This design comes from an exercise in tuning for small area and a short achievable clock period on the open sky130 flow, not from production work. The RTL was checked by simulation tests, not by an equivalence proof against the original design. Power figures rest on the tool's default switching activity, not on a simulated workload.

File: flow/run.sh
#!/bin/bash
# synth_recipe.tcl (not shown) runs the flow's synth.tcl, then flattens the netlist and writes it again
# the make line also repeats each setting of config.mk as NAME=value (left out here)
make -C /OpenROAD-flow-scripts/flow DESIGN_CONFIG=/design/flow/config.mk WORK_HOME=/design/flow/orfs CLKGATE_MAP_FILE= SYNTH_SCRIPT=/design/flow/synth_recipe.tcl finish
File: flow/config.mk
export PLATFORM = sky130hd
export DESIGN_NAME = peripheral_packet_slave
export DESIGN_NICKNAME = peripheral_packet_slave
export VERILOG_FILES = /design/flow/design.v
export SDC_FILE = /design/flow/constraint.sdc
export NUM_CORES = 4
export LEC_CHECK = 0
export CAP_MARGIN = 20
export CORE_MARGIN = 2
export CORE_UTILIZATION = 40
export SETUP_SLACK_MARGIN = 2.2
export SLEW_MARGIN = 20
export SYNTH_HIERARCHICAL = 1
File: flow/constraint.sdc
create_clock -name core_clock -period 4.5 [get_ports {clk}]
set_input_delay 0.9000 -clock core_clock [delete_from_list [all_inputs] [get_ports {clk}]]
set_output_delay 0.9000 -clock core_clock [all_outputs]
set_load 0.01 [all_outputs]
File: flow/design.v
module peripheral_packet_slave #(
  parameter int DEPTH        = 32,
  parameter int READ_LATENCY = 2
) (
  input  logic        clk,
  input  logic        reset,
  input  logic [3:0]  av_nativeaddress,
  input  logic [3:0]  av_byteenable,
  input  logic        av_read,
  input  logic        av_write,
  input  logic [31:0] av_writedata,
  output logic        av_waitrequest,
  output logic [31:0] av_readdata,
  output logic        av_readdatavalid,
  output logic        av_endofpacket,
  input  logic [31:0] st_data,
  input  logic        st_valid,
  input  logic        st_endofpacket,
  output logic        st_ready
);
  logic [32:0]   mem [32];
  logic [4:0]    wr_ptr, rd_ptr;
  logic [5:0]    pkt_cnt;
  logic          empty, full;
  logic [31:0]   scratch [3:15];
  logic          flush, push, pop, clr, inc, dec;
  logic          head_eop;   
  logic [4:0]    rd_inc;
  logic [5:0]    level;
  logic [31:0]   wd_r;
  logic          s0_vld, s0_eop;
  logic [3:0]    s0_addr;
  logic [11:0]   s0_f;
  logic          s1_vld, s1_eop;
  logic [31:0]   s1_dat;
  assign av_waitrequest = av_read & (av_nativeaddress == 4'd0) & empty;
  assign flush    = av_write & (av_nativeaddress == 4'd2) & av_byteenable[0] & av_writedata[0];
  assign st_ready = ~full & ~reset & ~flush;
  assign push     = st_valid & st_ready;
  assign pop      = av_read & ~av_write & (av_nativeaddress == 4'd0) & ~empty;
  assign clr      = reset | flush;
  assign level    = {full, wr_ptr - rd_ptr};
  assign rd_inc   = rd_ptr + 5'd1;
  assign inc      = push & st_endofpacket;
  assign dec      = pop & head_eop;
  always_ff @(posedge clk) begin
    if (~full) mem[wr_ptr] <= {st_endofpacket, st_data};
  end
  always_ff @(posedge clk) begin
    if (clr) begin
      wr_ptr  <= '0;
      rd_ptr  <= '0;
      pkt_cnt <= '0;
      empty   <= 1'b1;
      full    <= 1'b0;
    end else begin
      if (push) wr_ptr <= wr_ptr + 5'd1;
      if (pop)  rd_ptr <= rd_inc;
      if (inc & ~dec)      pkt_cnt <= pkt_cnt + 6'd1;
      else if (dec & ~inc) pkt_cnt <= pkt_cnt - 6'd1;
      empty   <= (empty & ~push) | (level == 6'd1 & pop & ~push);
      full    <= (full & ~pop) | (level == 6'd31 & push & ~pop);
    end
  end
  always_ff @(posedge clk) begin
    if (pop)        head_eop <= (rd_inc == wr_ptr) ? st_endofpacket : mem[rd_inc][32];
    else if (empty) head_eop <= st_endofpacket;
  end
  assign wd_r = av_writedata & {32{~reset}};
  always_ff @(posedge clk) begin
    for (int a = 3; a < 16; a++)
      for (int b = 0; b < 4; b++)
        if (reset | (av_write & (av_nativeaddress == 4'(a)) & av_byteenable[b]))
          scratch[a][8*b +: 8] <= wd_r[8*b +: 8];
  end
  always_ff @(posedge clk) begin
    s0_vld  <= ~reset & av_read & ~av_write & ~av_waitrequest;
    s0_eop  <= head_eop;
    s0_addr <= av_nativeaddress;
    s0_f    <= (av_nativeaddress == 4'd1) ? {pkt_cnt, level} : {7'd0, rd_ptr};
  end
  logic [31:0] msel;
  logic [15:3] ssel;
  logic        stsel;
  logic [31:0] src [45];
  logic [44:0] sel;
  logic [14:0] grp [32];
  logic [31:0] rsp_dat;
  always_comb begin
    for (int i = 0; i < 32; i++) msel[i] = (s0_addr == 4'd0) & (s0_f[4:0] == 5'(i));
    for (int k = 3; k < 16; k++) ssel[k] = (s0_addr == 4'(k));
    stsel = (s0_addr == 4'd1);
    for (int i = 0; i < 32; i++) begin
      src[i] = mem[i][31:0];
      sel[i] = msel[i];
    end
    for (int k = 3; k < 16; k++) begin
      src[32 + k - 3] = scratch[k];
      sel[32 + k - 3] = ssel[k];
    end
  end
  for (genvar b = 0; b < 32; b++) begin : g_bit
    for (genvar g = 0; g < 15; g++) begin : g_grp
      pkt_slave_aoi222 u_aoi (
        .a0(src[3*g][b]),   .s0(sel[3*g]),
        .a1(src[3*g+1][b]), .s1(sel[3*g+1]),
        .a2(src[3*g+2][b]), .s2(sel[3*g+2]),
        .y (grp[b][g])
      );
    end
  end
  always_comb begin
    for (int b = 0; b < 32; b++) rsp_dat[b] = ~&grp[b];
    rsp_dat = rsp_dat | ({32{stsel}} & {10'h000, s0_f[11:6], 10'h000, s0_f[5:0]});
  end
  always_ff @(posedge clk) begin
    s1_vld <= ~reset & s0_vld;
    s1_eop <= ~reset & s0_vld & (s0_addr == 4'd0) & s0_eop;
    s1_dat <= rsp_dat;
  end
  assign av_readdatavalid = s1_vld;
  assign av_readdata      = s1_dat;
  assign av_endofpacket   = s1_eop;
endmodule
module pkt_slave_aoi222 (
  input  logic a0, s0, a1, s1, a2, s2,
  output logic y
);
  assign y = ~((a0 & s0) | (a1 & s1) | (a2 & s2));
endmodule
==> impl_metrics.env <==
export IMPL_synthesis_area_um2=54070
export IMPL_end_kind="primary output"
export IMPL_hold_path_class="primary input to flip-flop"
export IMPL_power_mw=29.82
export IMPL_worst_pin_slew_ps=1086
export IMPL_wirelength_um=159500
export IMPL_powerDensity_nw_per_um2=450.2
export IMPL_rsz0062_at_grt="true"
export IMPL_postRouteAntennaNets=0
export IMPL_place_congestion=0.8548
export IMPL_relSlewSlack=0.2747
export IMPL_syn_nets=2715
export IMPL_port_buffers=113
export IMPL_syn2layout_area_growth_pct=22.51
export IMPL_yosysWarnings=12
export IMPL_fillCellCount=10690
export IMPL_clk_latency_ps=760
export IMPL_tns_ps=0
export IMPL_cts_root_buf="clkbuf_16"
export IMPL_layout_common_cells="1,473 x edfxtp_1, 480 x a222oi_1, 192 x buf_4"
export IMPL_setup_viol=0
export IMPL_grt_ovfl_total=0
export IMPL_fmax_mhz=355.2
export IMPL_leakagePower_nw=21.69
export IMPL_yosysSeqAreaShare=0.8439
export IMPL_cp_arrival_ps=1920
export IMPL_use_met2=0.3702
export IMPL_fin_crit_sh=0.6257
export IMPL_core_area_um2=133800
export IMPL_synth_seq_cells=1543
export IMPL_grt_pass1_wl_um=221100
export IMPL_cts_sinks=1543
export IMPL_yosys_cell_types_count=42
export IMPL_dieArea_um2=138100
export IMPL_clockBufferDepth=3
export IMPL_via_per_inst=6.232
export IMPL_cap_viol_max_count=0
export IMPL_h_tree_depth=4
export IMPL_status="finished clean"
export IMPL_rows=134
export IMPL_grt_antenna_before_repair=10
export IMPL_cp_max_fo=7
export IMPL_cp_required_ps=3600
export IMPL_startpoint_type="primary input"
export IMPL_worst_slack_ps=1684
export IMPL_layout_drive_gt1_share=0.2354
export IMPL_grt_max_degree=64
export IMPL_grt_met1_usage=0.2966
export IMPL_final_common_cell="edfxtp_1"
export IMPL_vias=31490
export IMPL_drtPass1Iterations=12
export IMPL_fin_cells=5052
export IMPL_die_w_um=371.7
export IMPL_cts_hold_buffers_added=0
export IMPL_ir_drop_mv=0.2919
export IMPL_grt_usage=0.2244
export IMPL_slew_viol_final=0
export IMPL_place_hpwl_um=96260
export IMPL_fin_skew_ps=17.38
export IMPL_hold_ws_ps=265.8
export IMPL_cts_tree="yes"
export IMPL_timing_hold_violations_final=0
export IMPL_nets=3254
export IMPL_grt_pass1_vias=30550
export IMPL_placedCellCount=4572
export IMPL_avgSynthCellArea_um2=20.63
export IMPL_min_period_ps=2816
export IMPL_busiest_layer="met2"
export IMPL_initial_utilization=0.4041
export IMPL_synth_cells=2621
export IMPL_die_h_um=371.7
export IMPL_path_clk_slew_ps=60
export IMPL_drc_errors=0
export IMPL_grtUsageMet3=0.04851
export IMPL_numCtsBuffers=149
export IMPL_place_ws_ps=358.9
export IMPL_critPathKind="primary input to primary output"
export IMPL_drt_initial_drc_count=5934
export IMPL_wire_per_inst_um=31.57
export IMPL_io_pins=114
## metrics by stage
stage,util,cell area (um^2)
after floorplan,-,54360
after global placement,0.4374,58520
after detailed placement,0.4374,58520
after CTS,0.4895,65500
after global routing,0.4950,66230
final,0.4951,66240
## per-layer routing
layer,up-vias,part of all wire
met5,-,0.00026
met3,259,0.10
met4,6,0.033
met2,1910,0.49
met1,16290,0.38
li1,13020,-
## final timing paths
kind                       start                  to  slack (ps)  depth (start not counted)
max          av_nativeaddress[3]            st_ready        1680                          8
min          av_nativeaddress[0]  s0_addr[0]$_DFF_P_         270                          1
min reg2reg   s0_f[7]$_SDFF_PP0_  s1_dat[17]$_DFF_P_         430                          2
max reg2reg   s0_addr[1]$_DFF_P_  s1_dat[14]$_DFF_P_        1730                         10
## cells by family (layout without fill, tap and decap cells)
group                      Yosys count  count (layout)  share of synthesized area
AOI/OAI and AO/OA                  563             563                    0.09964
adders and majority gates           16              16                   0.003980
buffers and inverters               39             679                   0.002985
other                                0               5                          0
xor gates and xnor gates            24              24                   0.004026
DFF                               1543            1543                     0.8439
and+or+nand+nor                    422             440                    0.04096
muxes                               14              14                   0.004466
## registers in the layout, indices dropped and copies added, names as in the netlist
| signal | flops |
|---|---|
| s1_dat | 32 |
| wr_ptr | 5 |
| pkt_cnt | 6 |
| s0_vld | 1 |
| scratch | 416 |
| rd_ptr | 5 |
| s0_eop | 1 |
| s0_f | 12 |
| full | 1 |
| empty | 1 |
| s1_eop | 1 |
| mem | 1056 |
| head_eop | 1 |
| s1_vld | 1 |
| s0_addr | 4 |
## critical path: stages
cell and delay, ps:
buf_6 120, nor2_4 100, nand2_2 80, o31ai_4 260, buf_12 170, buf_6 100
nor2_1 30, buf_2 140
## Yosys cell counts (all sizes together)
master  count  area, um^2
ha         14       175.2
nand2b     13       81.33
nor3       14       70.07
nand4      98       613.1
o21ai       4       23.77
inv         8       30.03
xnor2      13       113.9
o21ba       1       10.01
nor4b       1       8.760
a211o       1       8.760
a21o       57       427.9
a211oi      2       15.01
dfxtp      70        1401
or3b        1       8.760
nand3b      6       45.04
a222oi    480        4805
a21oi      15       75.07
nor2b      40       250.2
or3         3       18.77
or4        21       161.4
edfxtp   1473       44230
o31ai       1       7.510
mux4        8       180.2
or2         1       6.260
nor4       15       93.84
and2        8       50.05
mux2        1       11.26
nand2      49       183.9
buf         5       33.78
nor2      112       420.4
clkbuf     26       97.59
and3        2       12.51
o211ai      1       7.510
o21bai      1       7.510
nand3      38       190.2
fa          2       40.04
xor2       11       103.9
mux2i       5       50.05
## final cells by class
type | instances | area, um^2 | share of cell area
multi-input cells | 1057 | 9425 | 0.1423
well taps | 1768 | 2212 | 0.03339
clock buffers | 202 | 4124 | 0.06226
diodes | 5 | 12.51 | 0.0001889
repair buffers | 401 | 4070 | 0.06144
flip-flops and latches | 1543 | 45720 | 0.6902
clock inverters | 68 | 645.6 | 0.009746
inverters | 8 | 35.03 | 0.0005289
## modules after synthesis, one instance, submodules excluded
module                   copies in the design  area [um^2]  flip-flops and latches  cells
peripheral_packet_slave                     1        49270                    1543   2141
pkt_slave_aoi222                          480        10.01                       0      1
## repair_timing
action,in CTS,in global routing
gates cloned,23,7
pin swaps,129,105
endpoints found under the setup margin,1335,503
endpoints found under the hold margin,0,0
resized for setup,337,73
buffers inserted,122,53
## power by group
part	internal, mW	switching (mW)	leakage (nW)
Sequential	16.3	0.195	14.2
Clock	7.02	5.20	2.34
Combinational	0.338	0.807	5.19

[port drivers added, routing unchanged]
In the flow no input, the clock included, has a driving cell. The finished layout below was timed again as built, in two steps. Step 1 sets driving cells, clkbuf_16 on the clock port and buf_2 on the other inputs (assumed; they add their load-dependent delay and slew). Step 2 times the ports against the registers' clock, not the clock port: input delays grow and output delays shrink by t, the midpoint of the rising clock arrivals with the driver on. Three values: ideal, step 1, step 2; two values: the first two.
t (ns): 0.841
setup slack, ns: 1.684 / 1.652 / 1.081
worst hold slack (ns): 0.266 / 0.251 / 0.432
pins driven straight from the clock port: 1
After both steps setup and hold are still met in this run. For this run, drivers alone change the setup slack by -0.032 ns; drivers and shift together by -0.603 ns.
